This is an optimization exercise on Yosys and OpenROAD, whose aim is small area, a short achievable clock period and few clock cycles per item, not a production implementation.
Only simulation tests tie the RTL to the original design; equivalence was not proved.
No activity file was given, so power comes from the tool's default toggle rates.

File: run.sh
#!/bin/bash
# synth_recipe.tcl (not shown) runs the flow's synth.tcl, then flattens the netlist and writes it again
# the make line also repeats each setting of config.mk as NAME=value (left out here)
make -C /OpenROAD-flow-scripts/flow DESIGN_CONFIG=/design/flow/config.mk WORK_HOME=/design/flow/orfs CLKGATE_MAP_FILE= SYNTH_SCRIPT=/design/flow/synth_recipe.tcl finish
File: config.mk
export PLATFORM = sky130hd
export DESIGN_NAME = stochastic_calcium_cluster_step
export DESIGN_NICKNAME = stochastic_calcium_cluster_step
export VERILOG_FILES = /design/flow/design.v
export SDC_FILE = /design/flow/constraint.sdc
export NUM_CORES = 4
export LEC_CHECK = 0
export CAP_MARGIN = 20
export CORE_MARGIN = 2
export CORE_UTILIZATION = 40
export PLACE_DENSITY = 0.6
export SETUP_SLACK_MARGIN = 5
export SLEW_MARGIN = 20
File: constraint.sdc
create_clock -name core_clock -period 11.0 [get_ports {clock}]
set_input_delay 2.2000 -clock core_clock [delete_from_list [all_inputs] [get_ports {clock}]]
set_output_delay 2.2000 -clock core_clock [all_outputs]
set_load 0.01 [all_outputs]
File: design.v
`timescale 1ns / 1ps
package scs_pkg;
   localparam int NUM_CLUSTERS_DEF = 10;
   localparam int MAX_CHANNELS_DEF = 15;
   localparam int REQ_DATA_W = 40;
   localparam int RSP_DATA_W = 40;
   localparam int CSR_DATA_W = 24;
   localparam int CSR_IDX_W  = 3;
   localparam logic [CSR_IDX_W-1:0] REG_OPEN_SCALE = 3'd0;
   localparam logic [CSR_IDX_W-1:0] REG_REFR_PROB  = 3'd1;
   localparam logic [CSR_IDX_W-1:0] REG_CLOSE_PROB = 3'd2;
   localparam logic [CSR_IDX_W-1:0] REG_REFR_NUM   = 3'd3;
   localparam logic [CSR_IDX_W-1:0] REG_CA_REST    = 3'd4;
   localparam logic [CSR_IDX_W-1:0] REG_CA_THRESH  = 3'd5;
   localparam logic [CSR_IDX_W-1:0] REG_LEAK       = 3'd6;
   localparam logic [CSR_IDX_W-1:0] REG_PUFF       = 3'd7;
   localparam logic [23:0] OPEN_SCALE_RST = 24'd16777;
   localparam logic [23:0] REFR_PROB_RST  = 24'd335544;
   localparam logic [23:0] CLOSE_PROB_RST = 24'd838861;
   localparam logic [3:0]  REFR_NUM_RST   = 4'd3;
   localparam logic [23:0] CA_REST_RST    = 24'd13107;
   localparam logic [23:0] CA_THRESH_RST  = 24'd32768;
   localparam logic [23:0] LEAK_RST       = 24'd16777;
   localparam logic [23:0] PUFF_RST       = 24'd655;
   localparam logic [5:0] DIV_STEPS = 6'd42;
   typedef enum logic [3:0] {
      ST_IDLE, ST_UPDATE, ST_LEAK, ST_SUM, ST_SQUARE, ST_CUBE,
      ST_DIV_LOAD, ST_DIV, ST_SCALE, ST_EMIT
   } state_type;
   typedef struct packed {
      logic capture;
      logic update;
      logic leak;
      logic sum;
      logic square;
      logic cube;
      logic div_load;
      logic div_step;
      logic scale;
      logic emit;
   } cmd_type;
   typedef struct packed {
      logic last_item;
      logic div_last;
      logic rsp_full;
   } sts_type;
endpackage
`timescale 1ns / 1ps
module stochastic_calcium_cluster_step #(
   parameter int NUM_CLUSTERS = scs_pkg::NUM_CLUSTERS_DEF,
   parameter int MAX_CHANNELS = scs_pkg::MAX_CHANNELS_DEF
) (
   input  logic                            clock,
   input  logic                            reset,
   input  logic                            req_tvalid,
   output logic                            req_tready,
   input  logic [scs_pkg::REQ_DATA_W-1:0]  req_tdata,
   input  logic                            req_tlast,
   output logic                            rsp_tvalid,
   input  logic                            rsp_tready,
   output logic [scs_pkg::RSP_DATA_W-1:0]  rsp_tdata,
   output logic                            rsp_tuser,
   input  logic                            csr_we,
   input  logic [scs_pkg::CSR_IDX_W-1:0]   csr_index,
   input  logic [scs_pkg::CSR_DATA_W-1:0]  csr_wdata
);
   localparam int NC = 10;    
   localparam int NP = 2;     
   localparam logic [23:0] P_RST = 24'd133;    
   localparam logic [25:0] BASE_RST = 26'(scs_pkg::CA_REST_RST) + (26'd1 << 25);
   logic [23:0] os_q, refr_q, close_q, rest_q, thr_q, lk_q, puff_q;
   logic [3:0]  rnum_q;
   always_ff @(posedge clock) begin
      if (reset) begin
         os_q    <= scs_pkg::OPEN_SCALE_RST;
         refr_q  <= scs_pkg::REFR_PROB_RST;
         close_q <= scs_pkg::CLOSE_PROB_RST;
         rnum_q  <= scs_pkg::REFR_NUM_RST;
         rest_q  <= scs_pkg::CA_REST_RST;
         thr_q   <= scs_pkg::CA_THRESH_RST;
         lk_q    <= scs_pkg::LEAK_RST;
         puff_q  <= scs_pkg::PUFF_RST;
      end else if (csr_we) begin
         case (csr_index)
            3'd0: os_q    <= csr_wdata;
            3'd1: refr_q  <= csr_wdata;
            3'd2: close_q <= csr_wdata;
            3'd3: rnum_q  <= csr_wdata[3:0];
            3'd4: rest_q  <= csr_wdata;
            3'd5: thr_q   <= csr_wdata;
            3'd6: lk_q    <= csr_wdata;
            default: puff_q <= csr_wdata;
         endcase
      end
   end
   logic [4:0]    cs [NC];
   logic [NC-1:0] pendc;
   logic [NP-1:0] pv;
   logic [3:0]    pidx [NP];
   logic [23:0]   pr [NP];
   logic [3:0]    pd [NP];
   logic [7:0]    tot_q;
   logic [23:0]   p_q;
   logic          p_ok;
   localparam int B_IDLE = 0, B_LK0 = 1, B_LK = 2, B_LKB = 3, B_CA = 4, B_SQ = 5,
                  B_CB = 6, B_DV = 7, B_SC = 8, B_EW = 9;
   logic [9:0] st;
   logic [23:0] ca_q, cn_q;
   logic        neg_q, spk_q, base_ok;
   logic [25:0] base_q;
   logic [40:0] x_q, r_q;
   logic [44:0] acc_q;
   logic [23:0] qf_q;
   logic [3:0]  cnt_q;
   logic        mc_q;
   logic        lkd_q;     
   logic [7:0]  tsn_q;
   logic        rsp_v;
   logic [7:0]  rsp_open;
   logic [NC-1:0] req_oh;
   logic [4:0]    s_old, s_new;
   logic          s_zero, s_neg, req_ok;
   logic          blk, to_pool, take, upd, launch;
   logic [23:0]   req_r;
   logic [3:0]    draw_v, nref;
   always_comb begin
      for (int i = 0; i < NC; i++) req_oh[i] = req_tdata[33:28] == 6'(i);
      req_r  = req_tdata[23:0];
      s_old  = 5'd0;
      for (int i = 0; i < NC; i++) s_old = s_old | (req_oh[i] ? cs[i] : 5'd0);
      req_ok  = |req_oh;
      s_zero  = s_old == 5'd0;
      s_neg   = s_old[4];
      to_pool = req_ok & s_zero & ~p_ok;
      blk     = (|(req_oh & pendc)) | (to_pool & (&pv)) | (req_tlast & ~st[B_IDLE]);
      take    = req_tvalid & ~blk;
      upd     = take & req_ok;
      launch  = take & req_tlast;
      draw_v  = (req_tdata[27:24] == 4'd0) ? 4'd1 : req_tdata[27:24];
      nref    = (rnum_q == 4'd0) ? 4'd1 : rnum_q;
      s_new   = s_old;
      if (s_neg) begin
         if (req_r < refr_q) s_new = s_old + 5'd1;
      end else if (s_zero) begin
         if (p_ok && req_r < p_q) s_new = {1'b0, draw_v};
      end else if (req_r < close_q) begin
         s_new = (s_old == 5'd1) ? (5'd1 - {1'b0, nref}) : (s_old - 5'd1);
      end
   end
   assign req_tready = ~blk;
   logic [NP-1:0] res_hit;
   logic [3:0]    res_dv [NP];
   always_comb begin
      for (int j = 0; j < NP; j++) begin
         res_hit[j] = p_ok & pv[j] & (pr[j] < p_q);
         res_dv[j]  = (pd[j] == 4'd0) ? 4'd1 : pd[j];
      end
   end
   logic [NP-1:0] slot;
   always_comb begin
      slot = '0;
      for (int j = NP - 1; j >= 0; j--) begin
         if (!pv[j]) begin
            slot    = '0;
            slot[j] = 1'b1;
         end
      end
   end
   function automatic logic [3:0] pos4(input logic [4:0] v);
      pos4 = (!v[4] && v != 5'd0) ? v[3:0] : 4'd0;
   endfunction
   logic [7:0] tot_n;
   always_comb begin
      tot_n = tot_q;
      if (upd) tot_n = tot_n - 8'(pos4(s_old)) + 8'(pos4(s_new));
      for (int j = 0; j < NP; j++) if (res_hit[j]) tot_n = tot_n + 8'(res_dv[j]);
   end
   always_ff @(posedge clock) begin
      if (reset) begin
         for (int i = 0; i < NC; i++) cs[i] <= 5'd0;
         pendc <= '0;
         pv    <= '0;
         tot_q <= 8'd0;
      end else begin
         tot_q <= tot_n;
         for (int i = 0; i < NC; i++) begin
            if (upd && req_oh[i]) cs[i] <= s_new;
            for (int j = 0; j < NP; j++)
               if (res_hit[j] && pidx[j] == 4'(i)) cs[i] <= {1'b0, res_dv[j]};
         end
         if (p_ok) begin
            pv    <= '0;
            pendc <= '0;
         end else if (upd && to_pool) begin
            pv    <= pv | slot;
            pendc <= pendc | req_oh;
         end
      end
   end
   always_ff @(posedge clock) begin
      for (int j = 0; j < NP; j++) begin
         if (upd && to_pool && slot[j]) begin
            pidx[j] <= req_tdata[31:28];
            pr[j]   <= req_r;
            pd[j]   <= req_tdata[27:24];
         end
      end
   end
   logic [31:0] ma;
   logic [23:0] mb;
   logic [11:0] mdig;
   logic [44:0] madd, msum;
   logic        mact, leak_mul;
   always_comb begin
      leak_mul = st[B_LK] | (st[B_DV] & ~lkd_q);
      ma = ({32{st[B_CA]}} & {8'd0, puff_q})
         | ({32{st[B_SQ]}} & {8'd0, cn_q})
         | ({32{st[B_CB]}} & x_q[31:0])
         | ({32{st[B_SC]}} & {8'd0, os_q})
         | ({32{leak_mul}} & {8'd0, lk_q});
      mb = ({24{st[B_CA]}} & {16'd0, tsn_q})
         | ({24{st[B_SQ] | st[B_CB] | leak_mul}} & cn_q)
         | ({24{st[B_SC]}} & ~qf_q);
      madd = ({45{st[B_CA]}} & 45'(base_q))
           | ({45{st[B_CB]}} & (45'd1 << 32))
           | ({45{leak_mul}} & (45'd1 << 23));
      mact = st[B_CA] | st[B_SQ] | st[B_CB] | st[B_SC] | leak_mul;
      mdig = mc_q ? mb[23:12] : mb[11:0];
      msum = (mc_q ? acc_q : madd) + ma * mdig;
   end
   always_ff @(posedge clock) begin
      if (mact) acc_q <= msum >> 12;
   end
   logic [40:0] dv_r;
   logic [2:0]  dv_q;
   logic [41:0] dv_t;
   logic [42:0] dv_d;
   always_comb begin
      dv_r = r_q;
      for (int k = 0; k < 3; k++) begin
         dv_t    = {dv_r, 1'b1};
         dv_d    = {1'b0, dv_t} - {2'b0, x_q};
         dv_q[2 - k] = ~dv_d[42];
         dv_r    = dv_d[42] ? dv_t[40:0] : dv_d[40:0];
      end
   end
   logic [4:0] msb_a, msb_b;
   logic [5:0] ab;
   logic [2:0] skip;
   always_comb begin
      msb_a = 5'd0;
      for (int i = 0; i < 24; i++) if (cn_q[i]) msb_a = 5'(i);
      msb_b = 5'd0;
      for (int i = 0; i < 32; i++) if (x_q[i]) msb_b = 5'(i);
      ab   = 6'(msb_a) + 6'(msb_b);
      skip = 3'd0;
      for (int t = 1; t <= 5; t++) if (ab >= 6'(32 + 3 * t)) skip = 3'(t);
   end
   logic [24:0] dca;
   logic [23:0] mag;
   logic        cl_neg, cl_over;
   logic [23:0] cl_v;
   logic [25:0] base_n;
   logic        rsp_free;
   assign dca      = {1'b0, ca_q} - {1'b0, rest_q};
   assign mag      = dca[24] ? 24'(-dca) : dca[23:0];
   assign cl_neg   = ~|msum[32:25];
   assign cl_over  = (|msum[32:26]) | (msum[25] & msum[24]);
   assign cl_v     = cl_neg ? 24'd0 : (cl_over ? 24'hFF_FFFF : msum[23:0]);
   assign base_n   = neg_q ? ({2'b0, ca_q} + (26'd1 << 25) + {2'b0, acc_q[23:0]})
                           : ({2'b0, ca_q} + (26'd1 << 25) - {2'b0, acc_q[23:0]});
   assign rsp_free = ~rsp_v | rsp_tready;
   always_ff @(posedge clock) begin
      if (reset) begin
         st      <= 10'd1 << B_IDLE;
         p_q     <= P_RST;
         p_ok    <= 1'b1;
         ca_q    <= scs_pkg::CA_REST_RST;
         spk_q   <= 1'b0;
         base_q  <= BASE_RST;
         base_ok <= 1'b1;
         mc_q    <= 1'b0;
      end else begin
         if (csr_we && (csr_index == 3'd4 || csr_index == 3'd6)) base_ok <= 1'b0;
         if (st[B_IDLE] && launch) begin
            p_ok  <= 1'b0;
            tsn_q <= tot_n;
            mc_q  <= 1'b0;
            st    <= base_ok ? (10'd1 << B_CA) : (10'd1 << B_LK0);
         end
         if (st[B_LK0]) begin
            cn_q  <= mag;
            neg_q <= dca[24];
            st    <= 10'd1 << B_LK;
         end
         if (st[B_LK]) begin
            mc_q <= ~mc_q;
            if (mc_q) st <= 10'd1 << B_LKB;
         end
         if (st[B_LKB]) begin
            base_q  <= base_n;
            base_ok <= 1'b1;
            st      <= 10'd1 << B_CA;
         end
         if (st[B_CA]) begin
            cn_q <= cl_v;
            st   <= 10'd1 << B_SQ;
         end
         if (st[B_SQ] && !(rsp_v && !mc_q)) begin
            mc_q <= ~mc_q;
            if (!mc_q) begin
               spk_q <= cn_q >= thr_q;
               ca_q  <= (cn_q >= thr_q) ? rest_q : cn_q;
            end else begin
               x_q <= 41'(msum[35:4]);
               st  <= 10'd1 << B_CB;
            end
         end
         if (st[B_CB]) begin
            mc_q <= ~mc_q;
            if (mc_q) begin
               x_q   <= msum[44:4];
               cn_q  <= mag;
               neg_q <= dca[24];
               r_q   <= 41'((41'd1 << (16 + 3 * skip)) - 41'd1);
               cnt_q <= 4'd8 - 4'(skip);
               qf_q  <= '0;
               lkd_q <= 1'b0;
               st    <= 10'd1 << B_DV;
            end
         end
         if (st[B_DV]) begin
            r_q   <= dv_r;
            qf_q  <= {qf_q[20:0], dv_q};
            cnt_q <= cnt_q - 4'd1;
            if (!lkd_q) begin
               mc_q <= ~mc_q;
               if (mc_q) lkd_q <= 1'b1;
            end else begin
               base_q  <= base_n;
               base_ok <= 1'b1;
            end
            if (cnt_q == 4'd1) begin
               mc_q <= 1'b0;
               st   <= 10'd1 << B_SC;
            end
         end
         if (st[B_SC]) begin
            mc_q <= ~mc_q;
            if (mc_q) begin
               p_q  <= msum[35:12];
               p_ok <= 1'b1;
               st   <= rsp_free ? (10'd1 << B_IDLE) : (10'd1 << B_EW);
            end
         end
         if (st[B_EW] && rsp_free) st <= 10'd1 << B_IDLE;
      end
   end
   logic rsp_go;
   assign rsp_go = ((st[B_SC] && mc_q) || st[B_EW]) && rsp_free;
   always_ff @(posedge clock) begin
      if (reset)           rsp_v <= 1'b0;
      else if (rsp_go)     rsp_v <= 1'b1;
      else if (rsp_tready) rsp_v <= 1'b0;
   end
   always_ff @(posedge clock) begin
      if (rsp_go) rsp_open <= tsn_q;
   end
   assign rsp_tvalid = rsp_v;
   assign rsp_tdata  = {6'd0, ca_q, 2'd0, rsp_open};
   assign rsp_tuser  = spk_q;
endmodule
==> flow_summary.ini, run 1 <==
[status]
status = complete, no violations

[synth]
muxShareOfSynthArea_pct = 3.36
synthAdderAreaFrac_pct = 23.3
synth_edf_count = 249
synth_xor_area_share_pct = 3.38
synth_compound_gate_area_share_pct = 19.4
synth.avg_cell_area_um2 = 8.43
synth.distinct_cells = 97
synth_area_mm2 = 0.0544
seq_area_frac_synth_pct = 25.9
ys_ff_latch = 580
synth_top_family_by_area = adder cells
synth_simple_gate_area_share_pct = 17.8
synth_cells = 6458
ys_async_sr_fraction_pct = 0
synthFlopType = dfxtp_1
yosys_warnings = 6

[sta]
period_share_pct = 81.0
slew_violations = 0
hold_viol = 0
tightest_slew_ns = 1.10
tns_ns = 0
skew_ns = 0.0594
setup_viol = 0
fmax_mhz = 112
setup_slack_ns = 2.09
rsz0062_at_grt = yes
max_slew_margin_pct = 26.7
min_period_ns = 8.91

[final_layout]
final-seq-area_mm2 = 0.0141
final_common_cell = nand2_1
fillCellCount = 12100
fin_nets = 7707
drive_gt1_share_pct = 19.4
layout_common_cells = 878 x nand2_1, 588 x inv_1, 439 x a21oi_1, 384 x ha_1, 339 x nor2_1
area_growth_pct = 26.2
multiInputGateArea_mm2 = 0.0410

[detailed_routing]
vias_per_cell = 5.91
wl_per_cell_um = 23.8
drtIter0Drc = 5197
finalWirelength_um = 206000
drcViolationCount = 0
dr.pass1.iters = 8
postRouteAntennaNets = 0
vias = 51200

[die]
rows = 135
core-area_mm2 = 0.135
initial_utilization_pct = 40.2
die_w_um = 373
io_pins = 116
die_area_mm2 = 0.139
fp.dieH_um = 373

[power_and_ir_drop]
p_leak_nw = 27.9
comb_power_share_pct = 41.2
netSwitchingPower_mw = 3.23
p_per_area_mw_per_mm2 = 124
swShare_pct = 37.7
peakVddDrop_uv = 118
power_frac_clock_pct = 30.2
p_seq_share_pct = 28.6
p_int_mw = 5.33

[placement]
dp_hpwl_um = 143000
gp_congestion = 0.940
io_buffer_count = 101
dp_slack_ns = 1.12

[setup_path]
slowest_delay_ns = 0.49
crit_slowest_cell = edfxtp_1
crit_top_cell = buf_12
crit_arrival_ns = 9.29
worstSetupStartpointType = flop
critPathCaptureType = flop
crit_type = flop to flop
critical_path.max_fanout = 8
cp.required_ns = 11.38

[min_path]
hold_path.class = flop to flop

[global_routing]
grt_pass1_vias = 49500
grt_max_degree = 111
antenna_found_initial = 8
grt_usage_pct = 28.3
grt_overflow_total = 0
grt_pass1_wl_um = 304000

[cts]
tritoncts.num_buffers = 71
cts_tree = yes
cts_buffer_depth = 3
cts_sinks = 580
hold_buffers = 0
h-tree-depth = 3
clk_latency_ns = 0.71
clkTransAtPathRegs_ns = 0.07
cts_root_buffer = clkbuf_16

[run]
drv_cap = 0
==> cell type report <==
cell class / instances / area share, %
inverter: 635 / 3.54
timing repair buffer: 611 / 9.27
clock buffer: 93 / 2.99
tap: 1781 / 3.24
antenna: 5 / 0.0182
clock inverter: 36 / 0.737
timing repair inverter: 1 / 0.0109
sequential: 580 / 20.5
multi-input combinational: 4927 / 59.6
==> timing repair <==
action	CTS	global route
endpoints found under the hold margin	0	0
gates cloned	16	2
endpoints found under the setup margin	257	179
resized for setup	579	269
pin swaps	167	186
setup buffers	284	112
==> state kept, by name, summed over array words and instances (netlist names), 26 cells and up, named ones only <==
register  flops
acc_q        33
base_q       26
cs           50
pr           48
r_q          41
==> Yosys cell counts (19+ instances only) <==
library cell / n / area share [%]
a21oi_1: 534 / 4.9
o21a_1: 48 / 0.66
clkbuf_1: 264 / 1.8
buf_2: 19 / 0.17
buf_1: 33 / 0.23
nor4_1: 37 / 0.43
a211oi_1: 54 / 0.74
xor2_1: 78 / 1.3
a31oi_1: 46 / 0.53
and2_1: 96 / 1.1
a22oi_1: 65 / 0.90
ha_1: 461 / 11
mux2i_1: 115 / 2.1
nand2_1: 923 / 6.4
a22o_1: 34 / 0.55
xnor2_1: 132 / 2.1
nor3_1: 136 / 1.3
o21ai_0: 287 / 2.6
o211ai_1: 86 / 1.2
nor2_1: 367 / 2.5
dfxtp_1: 331 / 12
nand3_1: 131 / 1.2
and3_1: 41 / 0.47
inv_1: 634 / 4.4
o21bai_1: 40 / 0.55
mux2_2: 54 / 1.1
edfxtp_1: 249 / 14
a221o_1: 24 / 0.44
a2111oi_0: 19 / 0.31
nand2b_1: 70 / 0.80
nor2b_1: 112 / 1.3
a21o_1: 150 / 2.1
o31ai_1: 27 / 0.37
or3_1: 35 / 0.40
fa_1: 346 / 13
nand4_1: 53 / 0.61
==> routing by layer <==
layer | part of all wire, % | vias to the layer above | track usage (%)
met2 | 45 | 2350 | 45.1
met4 | 5.5 | 2 | 13.3
met3 | 8.6 | 532 | 4.66
met1 | 41 | 25100 | 37.4
met5 | 0.0039 | - | 0
li1 | - | 23300 | -
==> worst paths after layout <==
check                           slack [ns]         end       start  cells past startpoint
worst max-delay path                  2.09     r_q[25]      x_q[4]                     37
worst min-delay path                  0.45  close_q[8]  close_q[8]                      2
worst max register to register        2.09     r_q[25]      x_q[4]                     37
worst min register to register        0.45  close_q[8]  close_q[8]                      2
==> logic make-up (layout without fill, tap and decap cells) <==
logic type | count (synthesis) | after routing
mux | 172 | 172
fa+ha+maj | 807 | 807
simple gates | 2094 | 2099
xor+xnor | 210 | 210
buf+inv | 964 | 1376
flops | 580 | 580
compound gates | 1630 | 1631
other cells | 1 | 13
==> power by group through the flow <==
stage	clock, mW	combinational [mW]	sequential (mW)
after global routing	2.68	3.74	2.45
after CTS	2.61	3.20	2.44
after detailed placement	0	2.60	2.50
after floorplan	0	1.87	2.42
final	2.58	3.52	2.45
after global placement	0	2.57	2.50
==> stage by stage <==
stage                     hold WS [ns]  area, µm²  utilization [%]  cells  total power [mW]
after floorplan                  0.416      56200                -   6465              4.29
after global placement           0.442      58600             43.3   8120              5.07
after detailed placement         0.447      58700             43.4   8121              5.10
after CTS                        0.454      66500             49.2   8550              8.25
after global routing             0.469      68700             50.8   8668              8.87
final                            0.454      68700             50.8   8669              8.55
==> critical path, delay by kind of cell, from the launching register on <==
family                   cells  cell delay [ns]
multiplexers                 3             0.88
adder cells (fa/ha/maj)      3             0.98
AND/OR/NAND/NOR              5             0.80
buffers and inverters       10             1.66
flip-flops                   1             0.49
AO/OA/AOI/OAI               16             3.77
Testbench counts, summed over its fixed seeds: cycles 5,144, steps 320.
==> run 2, diff against run 1 <==
--- a/config.mk
+++ b/config.mk
@@ -9,5 +9,4 @@
 export CORE_MARGIN = 2
 export CORE_UTILIZATION = 40
 export PLACE_DENSITY = 0.6
-export SETUP_SLACK_MARGIN = 5
 export SLEW_MARGIN = 20
==> flow_summary.ini, run 2 <==
[sta]
rsz0062_at_grt = no
hold_slack_ns = 0.455
max_slew_margin_pct = 17.8
skew_ns = 0.0401
setup_viol = 0
tightest_slew_ns = 1.23
fmax_mhz = 99.5
slew_violations = 0
hold_viol = 0
period_share_pct = 91.4
tns_ns = 0
min_period_ns = 10.05

[setup_path]
crit_type = flop to flop
crit_slowest_cell = o31a_1
cp.required_ns = 11.38
slowest_delay_ns = 0.65
reg2reg_from = x_q[27]
cp_top_family = compound AO/OA/AOI/OAI gates
crit_arrival_ns = 10.43
ff2ff_path_depth = 35
r2r_setup_slack_ns = 0.95
path_buf_inv = 6
critPathCaptureType = flop
worstReg2RegEnd = r_q[37]
worstSetupStartpointType = flop
critical_path.max_fanout = 11

[synth]
synth.avg_cell_area_um2 = 8.43
yosys_warnings = 6
synth_area_mm2 = 0.0544
ys_ff_latch = 580
synth_edf_count = 249
yosys.area.top_type = edfxtp_1
synthTopCellsByArea = edfxtp_1 14%, fa_1 13%, dfxtp_1 12%
synth_cells = 6458
synth.distinct_cells = 97
yosysMostFrequentCell = nand2_1
synthFlopType = dfxtp_1
synth_top_area_share_pct = 13.7
seq_area_frac_synth_pct = 25.9
synth_common_cells = 923 x nand2_1, 634 x inv_1, 534 x a21oi_1, 461 x ha_1, 367 x nor2_1
ys_async_sr_fraction_pct = 0

[die]
fp.dieH_um = 373
initial_utilization_pct = 40.2
rows = 135
die_area_mm2 = 0.139
io_pins = 116
core-area_mm2 = 0.135
die_w_um = 373

[cts]
cts.repair.resized = 0
hold_buffers = 0
cts_sinks = 580
clkTransAtPathRegs_ns = 0.06
cts_buffer_depth = 3
cts_tree = yes
cts_root_buffer = clkbuf_16
postCtsSetupBuffers = 0
clk_latency_ns = 0.66
tritoncts.num_buffers = 71
h-tree-depth = 3

[placement]
io_buffer_count = 101
dp.cells = 8187
gp_congestion = 0.939
dp_hpwl_um = 145000

[final_layout]
largest_reg_flops = 50
final_core_util_pct = 44.6
fin_nets = 7359
multiInputGateArea_mm2 = 0.0369
final_cell_count_no_fill = 8319
drive_gt1_share_pct = 6.70
area_growth_pct = 10.8
biggestRegsByFlops = cs: 50 flops, pr: 48 flops, r_q: 41 flops
final-seq-area_mm2 = 0.0141
regMostFlops = cs
fillCellCount = 13200
layout_common_cells = 923 x nand2_1, 634 x inv_1, 528 x a21oi_1, 461 x ha_1, 359 x nor2_1
final_common_cell = nand2_1

[global_routing]
antenna_found_initial = 9
grt_usage_pct = 27.0
grt_overflow_total = 0
grt_max_degree = 70
grt_pass1_wl_um = 290000
grt_pass1_vias = 46500

[detailed_routing]
drtIter0Drc = 5409
vias = 48600
drcViolationCount = 0
vias_per_cell = 5.85
wl_per_cell_um = 23.1
dr.pass1.iters = 6
finalWirelength_um = 192000
postRouteAntennaNets = 0

[min_path]
hold_depth = 2
min_delay_worst_endpoint = refr_q[6]
hp-start = refr_q[6]
hold_path.class = flop to flop

[power_and_ir_drop]
p_leak_nw = 24.7
peakVddDrop_uv = 109
p_per_area_mw_per_mm2 = 125

[status]
status = complete, no violations

[run]
drv_cap = 0
run 2: kinds of logic (layout without fill, tap and decap cells):
family | Yosys count | in the layout | synth area share [%]
DFF | 580 | 580 | 25.9
xor gates and xnor gates | 210 | 210 | 3.38
other | 1 | 10 | 0.00689
and+or+nand+nor | 2094 | 2094 | 17.8
buffers and inverters | 964 | 1035 | 6.78
AOI/OAI and AO/OA | 1630 | 1630 | 19.4
muxes | 172 | 172 | 3.35
adders and majority gates | 807 | 807 | 23.3
run 2: worst max-delay path by stage:
stage	startpoint	endpoint	cells after the start
floorplan	flop	r_q[37]	39
global placement	x_q[27]	r_q[37]	34
detailed placement	x_q[27]	r_q[37]	34
CTS	x_q[27]	r_q[37]	34
global route	x_q[27]	r_q[17]	36
finish	x_q[27]	r_q[37]	35
run 2: where the power goes:
| part | internal, mW | leakage (nW) | switching (mW) |
|---|---|---|---|
| clock | 1.40 | 1.16 | 1.04 |
| combinational | 0.975 | 18.5 | 1.66 |
| sequential | 2.33 | 4.99 | 0.124 |
| total | 4.70 | 24.7 | 2.83 |
run 2: routing by layer:
layer	global-route usage (%)	share of wire (%)	vias to the layer above
li1	-	-	22600
met1	37.8	44	23800
met2	41.9	44	1955
met3	4.60	8.8	288
met4	8.98	3.7	4
met5	0	0.014	-
run 2: stage by stage:
| step | setup WS, ns | instance area (µm²) | power (mW) |
|---|---|---|---|
| 3_3_place_gp | 1.08 | 57900 | 5.03 |
| 5_1_grt | 0.441 | 60300 | 7.84 |
| 2_1_floorplan | 1.87 | 54500 | 4.12 |
| 3_5_place_dp | 1.06 | 57900 | 5.06 |
| 4_1_cts | 1.02 | 60300 | 7.50 |
| 6_report | 0.950 | 60300 | 7.52 |
run 2: worst register-to-register path, delay by kind of cell, from the launching register on:
kind | cells | cell delay [ns]
fa+ha+maj | 3 | 1.09
buf+inv | 6 | 1.15
flops | 1 | 0.48
simple gates | 5 | 1.14
mux | 1 | 0.39
compound gates | 20 | 5.55
run 2: area by class of cell:
type                       instances  share of cell area (%)
antenna                            2                 0.00830
multi-input combinational       4921                    61.2
tap                             1781                    3.69
clock buffer                      97                    3.35
clock inverter                    33                   0.581
timing repair buffer             270                    3.84
sequential                       580                    23.4
inverter                         635                    3.96
==> run 3, diff against run 2 <==
--- a/config.mk
+++ b/config.mk
@@ -9,4 +9,5 @@
 export CORE_MARGIN = 2
 export CORE_UTILIZATION = 40
 export PLACE_DENSITY = 0.6
+export SETUP_SLACK_MARGIN = 3
 export SLEW_MARGIN = 20
==> flow_summary.ini, run 3 <==
[setup_path]
cp.required_ns = 11.37
critical_path.max_fanout = 8
crit_slowest_cell = edfxtp_1
worstSetupStartpointType = flop
crit_arrival_ns = 8.88
reg2reg_from = r_q[22]
slowest_delay_ns = 0.48
crit_type = flop to flop
cp-startpoint = r_q[22]
critPathCaptureType = flop

[detailed_routing]
drtIter0Drc = 5238
dr.pass1.iters = 8
finalWirelength_um = 199000
wl_per_cell_um = 23.4
postRouteAntennaNets = 0
vias_per_cell = 5.89
vias = 50000
drcViolationCount = 0

[cts]
clk_latency_ns = 0.66
clkTransAtPathRegs_ns = 0.06
h-tree-depth = 3
tritoncts.num_buffers = 69
hold_buffers = 0
cts_sinks = 580
cts_buffer_depth = 3
cts_root_buffer = clkbuf_16
cts_tree = yes

[power_and_ir_drop]
p_seq_share_pct = 31.0
power_frac_clock_pct = 29.4
p_int_mw = 4.85
swShare_pct = 37.9
netSwitchingPower_mw = 2.96
peakVddDrop_uv = 116
comb_power_share_pct = 39.6
p_leak_nw = 26.1
p_per_area_mw_per_mm2 = 121

[final_layout]
drive_gt1_share_pct = 14.2
fin_nets = 7532
final_area_mm2 = 0.0646
layout_common_cells = 916 x nand2_1, 593 x inv_1, 489 x a21oi_1, 377 x ha_1, 351 x nor2_1
biggestRegsByFlops = cs: 50 flops, pr: 48 flops, r_q: 41 flops
final_core_util_pct = 47.8
regMostFlops = cs
area_growth_pct = 18.7
largest_reg_flops = 50
final_cell_count_no_fill = 8491
final_common_cell = nand2_1

[placement]
dp_hpwl_um = 144000
io_buffer_count = 101
placed_cell_area_mm2 = 0.0577
dp.cells = 8136
gp_congestion = 0.964

[synth]
synth.avg_cell_area_um2 = 8.43
synth_top_area_share_pct = 13.7
yosys.area.top_type = edfxtp_1
synth_cells = 6458
ys_ff_latch = 580
ys_async_sr_fraction_pct = 0
synthFlopType = dfxtp_1
synth_common_cells = 923 x nand2_1, 634 x inv_1, 534 x a21oi_1, 461 x ha_1, 367 x nor2_1
yosys_warnings = 6
synth_edf_count = 249
seq_area_frac_synth_pct = 25.9
synth.distinct_cells = 97
yosysMostFrequentCell = nand2_1
synth_area_mm2 = 0.0544
synthTopCellsByArea = edfxtp_1 14%, fa_1 13%, dfxtp_1 12%

[global_routing]
grt_pass1_vias = 47700
grt_pass1_wl_um = 295000
grt_usage_pct = 27.4
grt_max_degree = 94
grt_overflow_total = 0
antenna_found_initial = 5

[die]
rows = 135
core-area_mm2 = 0.135
fp.dieH_um = 373
initial_utilization_pct = 40.2
die_w_um = 373
io_pins = 116
die_area_mm2 = 0.139

[sta]
tightest_slew_ns = 1.25
skew_ns = 0.0345
setup_viol = 0
fmax_mhz = 118
tns_ns = 0
hold_viol = 0
min_period_ns = 8.51
period_share_pct = 77.3
max_slew_margin_pct = 16.3
slew_violations = 0
rsz0062_at_grt = yes

[min_path]
hold_path.class = flop to flop
hp-start = base_q[6]

[status]
status = complete, no violations

[run]
drv_cap = 0
run 3: changes by cell type in the layout (fill, tap and decap cells not counted), sizes merged, moves of 2 or more:
cell,before,now
clkinvlp,4,6
clkinv,22,20
clkdlybuf4s50,100,76
clkbuf,97,112
buf,170,343
bufinv,4,1
dlymetal6s2s,0,11
run 3: through the flow:
stage          power [mW]  setup WS (ns)  hold WS (ns)
6_report             7.81           2.49         0.451
5_1_grt              8.11           2.25         0.468
4_1_cts              7.54           2.55         0.450
3_5_place_dp         5.02           1.10         0.443
3_3_place_gp         5.00           1.16         0.442
2_1_floorplan        4.14           2.94         0.416
run 3: critical path, delay by kind of cell (launching register included):
kind / cells / cell delay (ns)
adder cells (fa/ha/maj): 3 / 0.93
AND/OR/NAND/NOR: 7 / 1.44
AO/OA/AOI/OAI: 17 / 3.52
multiplexers: 3 / 0.89
flip-flops: 1 / 0.48
buffers and inverters: 6 / 0.93
run 3: timing repair:
| action | CTS | global route |
|---|---|---|
| hold endpoints to repair | 0 | 0 |
| setup buffers | 97 | 113 |
| resized for setup | 340 | 315 |
| setup endpoints to repair | 117 | 83 |
| gates cloned | 6 | 8 |
| pin swaps | 76 | 164 |
run 3: worst paths after layout:
check / endpoint / slack, ns / cells past startpoint
setup / recovery: r_q[11] / 2.49 / 36
setup reg to reg: r_q[11] / 2.49 / 36
hold reg to reg: base_q[6] / 0.45 / 2
hold / removal: base_q[6] / 0.45 / 2
run 3: kinds of logic (layout without fill, tap and decap cells):
kind of cell / after synthesis / count (layout) / synth area share, %
buffers and inverters: 964 / 1208 / 6.78
muxes: 172 / 172 / 3.35
AOI/OAI and AO/OA: 1630 / 1630 / 19.4
DFF: 580 / 580 / 25.9
xor gates and xnor gates: 210 / 210 / 3.38
other: 1 / 9 / 0.00689
adders and majority gates: 807 / 807 / 23.3
and+or+nand+nor: 2094 / 2094 / 17.8
run 3: per-layer routing:
layer	part of all wire (%)	global-route usage [%]	vias up
met2	44	42.5	2154
met1	43	37.9	24600
met3	8.8	4.60	371
met5	0.015	0	-
met4	4.3	10.6	4
li1	-	-	22900
run 3: area by class of cell:
cell class / instances / area, µm²
fill: 12700 / 70700
inverter: 635 / 2410
timing repair buffer: 444 / 4290
timing repair inverter: 1 / 7.51
multi-input combinational: 4921 / 39300
clock buffer: 99 / 1980
tap: 1781 / 2230
antenna: 1 / 2.50
sequential: 580 / 14100
clock inverter: 29 / 240
run 3: power by group through the flow:
stage	clock, mW	combinational, mW	sequential (mW)
after floorplan	0	1.72	2.42
after global placement	0	2.52	2.48
after detailed placement	0	2.54	2.48
after CTS	2.31	2.79	2.43
after global routing	2.39	3.29	2.42
final	2.30	3.09	2.42
==> run 4, diff against run 3 <==
--- a/config.mk
+++ b/config.mk
@@ -5,6 +5,7 @@
 export SDC_FILE = /design/flow/constraint.sdc
 export NUM_CORES = 4
 export LEC_CHECK = 0
+export ABC_CLOCK_PERIOD_IN_PS = 7500
 export CAP_MARGIN = 20
 export CORE_MARGIN = 2
 export CORE_UTILIZATION = 40
==> flow_summary.ini, run 4 <==
[status]
status = complete, no violations

[synth]
ys_ff_latch = 580
synth_cells = 6458
yosys_warnings = 6
seq_area_frac_synth_pct = 25.9
synth_edf_count = 249
synth.distinct_cells = 97
synth.avg_cell_area_um2 = 8.43
synth_xor_area_share_pct = 3.38
synthFlopType = dfxtp_1
yosysMostFrequentCell = nand2_1
muxShareOfSynthArea_pct = 3.36
yosys.area.top_type = edfxtp_1
synth_simple_gate_area_share_pct = 17.8
synth_common_cells = 923 x nand2_1, 634 x inv_1, 534 x a21oi_1, 461 x ha_1, 367 x nor2_1
synth_area_mm2 = 0.0544
synth_compound_gate_area_share_pct = 19.4
synth_top_area_share_pct = 13.7
synthAdderAreaFrac_pct = 23.3
synthTopCellsByArea = edfxtp_1 14%, fa_1 13%, dfxtp_1 12%
synth_top_family_by_area = adder cells
ys_async_sr_fraction_pct = 0

[die]
core-area_mm2 = 0.135
die_w_um = 373
die_area_mm2 = 0.139
fp.dieH_um = 373
rows = 135
initial_utilization_pct = 40.2
io_pins = 116

[sta]
rsz0062_at_grt = yes
setup_slack_ns = 2.49
max_slew_margin_pct = 16.3
tns_ns = 0
hold_viol = 0
skew_ns = 0.0345
tightest_slew_ns = 1.25
hold_slack_ns = 0.451
slew_violations = 0
min_period_ns = 8.51
period_share_pct = 77.3
setup_viol = 0
fmax_mhz = 118

[power_and_ir_drop]
p_int_mw = 4.85
comb_power_share_pct = 39.6
power_mw = 7.81
netSwitchingPower_mw = 2.96
p_leak_nw = 26.1
peakVddDrop_uv = 116
power_frac_clock_pct = 29.4
p_seq_share_pct = 31.0
swShare_pct = 37.9
p_per_area_mw_per_mm2 = 121

[global_routing]
grt_max_degree = 94
grt_pass1_vias = 47700
grt_pass1_wl_um = 295000
antenna_found_initial = 5
grt_usage_pct = 27.4
grt_overflow_total = 0

[detailed_routing]
postRouteAntennaNets = 0
drtIter0Drc = 5238
vias = 50000
wl_per_cell_um = 23.4
dr.pass1.iters = 8
finalWirelength_um = 199000
vias_per_cell = 5.89
drcViolationCount = 0

[setup_path]
cp.required_ns = 11.37
critPathCaptureType = flop
worstSetupStartpointType = flop
slowest_delay_ns = 0.48
crit_type = flop to flop
critical_path.max_fanout = 8
crit_arrival_ns = 8.88
crit_slowest_cell = edfxtp_1

[final_layout]
drive_gt1_share_pct = 14.2
regMostFlops = cs
final_core_util_pct = 47.8
final_cell_count_no_fill = 8491
final_area_mm2 = 0.0646
fin_nets = 7532
biggestRegsByFlops = cs: 50 flops, pr: 48 flops, r_q: 41 flops
largest_reg_flops = 50
area_growth_pct = 18.7
layout_common_cells = 916 x nand2_1, 593 x inv_1, 489 x a21oi_1, 377 x ha_1, 351 x nor2_1
final_common_cell = nand2_1

[placement]
dp_hpwl_um = 144000
io_buffer_count = 101
placed_cell_area_mm2 = 0.0577
dp.cells = 8136
dp_slack_ns = 1.10
gp_congestion = 0.964

[cts]
tritoncts.num_buffers = 69
h-tree-depth = 3
cts_tree = yes
hold_buffers = 0
cts_sinks = 580
clkTransAtPathRegs_ns = 0.06
clk_latency_ns = 0.66
cts_root_buffer = clkbuf_16
cts_buffer_depth = 3

[min_path]
hold_path.class = flop to flop

[run]
drv_cap = 0
-- run 4: worst max-delay path, delay by kind of cell (launching register included) --
kind / cells / cell delay [ns]
buffers and inverters: 6 / 0.93
AOI/OAI and AO/OA: 17 / 3.52
muxes: 3 / 0.89
and+or+nand+nor: 7 / 1.44
adders and majority gates: 3 / 0.93
DFF: 1 / 0.48
-- run 4: metal layers --
metal	GRT usage, %	routed length (µm)	up-vias
met5	0	30	-
li1	-	-	22900
met2	42.5	86700	2154
met1	37.9	85800	24600
met4	10.6	8570	4
met3	4.60	17500	371
-- run 4: worst paths after layout --
check | startpoint | endpoint | slack (ns) | cells after the start
worst min register to register | base_q[6] | base_q[6] | 0.45 | 2
worst min-delay path | base_q[6] | base_q[6] | 0.45 | 2
worst max-delay path | r_q[22] | r_q[11] | 2.49 | 36
worst max register to register | r_q[22] | r_q[11] | 2.49 | 36
-- run 4: kinds of logic after synthesis --
| logic type | count (synthesis) |
|---|---|
| adders and majority gates | 807 |
| and+or+nand+nor | 2094 |
| buffers and inverters | 964 |
| other | 1 |
| DFF | 580 |
| muxes | 172 |
| xor gates and xnor gates | 210 |
| AOI/OAI and AO/OA | 1630 |
-- run 4: final cells by class --
class,count,area [µm²]
antenna,1,2.50
clock buffer,99,1980
clock inverter,29,240
fill,12700,70700
inverter,635,2410
multi-input combinational,4921,39300
sequential,580,14100
tap,1781,2230
timing repair buffer,444,4290
timing repair inverter,1,7.51
-- run 4: power by group through the flow --
stage,registers [mW],logic [mW],clock network (mW)
after floorplan,2.42,1.72,0
after global placement,2.48,2.52,0
after detailed placement,2.48,2.54,0
after CTS,2.43,2.79,2.31
after global routing,2.42,3.29,2.39
final,2.42,3.09,2.30
-- run 4: timing repair --
action	4_1_cts	5_1_grt
cloned	6	8
gates resized for setup	340	315
pin swaps	76	164
setup buffers	97	113
endpoints found under the setup margin	117	83

## afterwards: timing with drivers on the ports
The results above use ideal ports. As a check the final layouts listed here were re-extracted and re-timed, cells and wires unchanged.
Step 1: set_driving_cell puts a clkbuf_16 on clock and a buf_2 on each other input, an assumption about the parent block.
Step 2 adds t to the input delays and takes it off the output delays; t is the mean of the earliest and latest rising clock arrival at the registers after step 1. Input paths then give back, and output paths get back, about the clock's delay inside the block.
a / b / c = ideal / step 1 / step 2; a / b = the first two.
run | t (ns) | setup slack, ns | worst setup path at the end
run 1 | 0.754 | 2.086 / 2.086 / 2.086 | register to register
run 2 | 0.716 | 0.950 / 0.950 / 0.950 | register to register
run 3 | 0.710 | 2.493 / 2.493 / 2.364 | input to register
run 4 | 0.710 | 2.493 / 2.493 / 2.364 | input to register
After both steps every run listed still meets setup and hold.
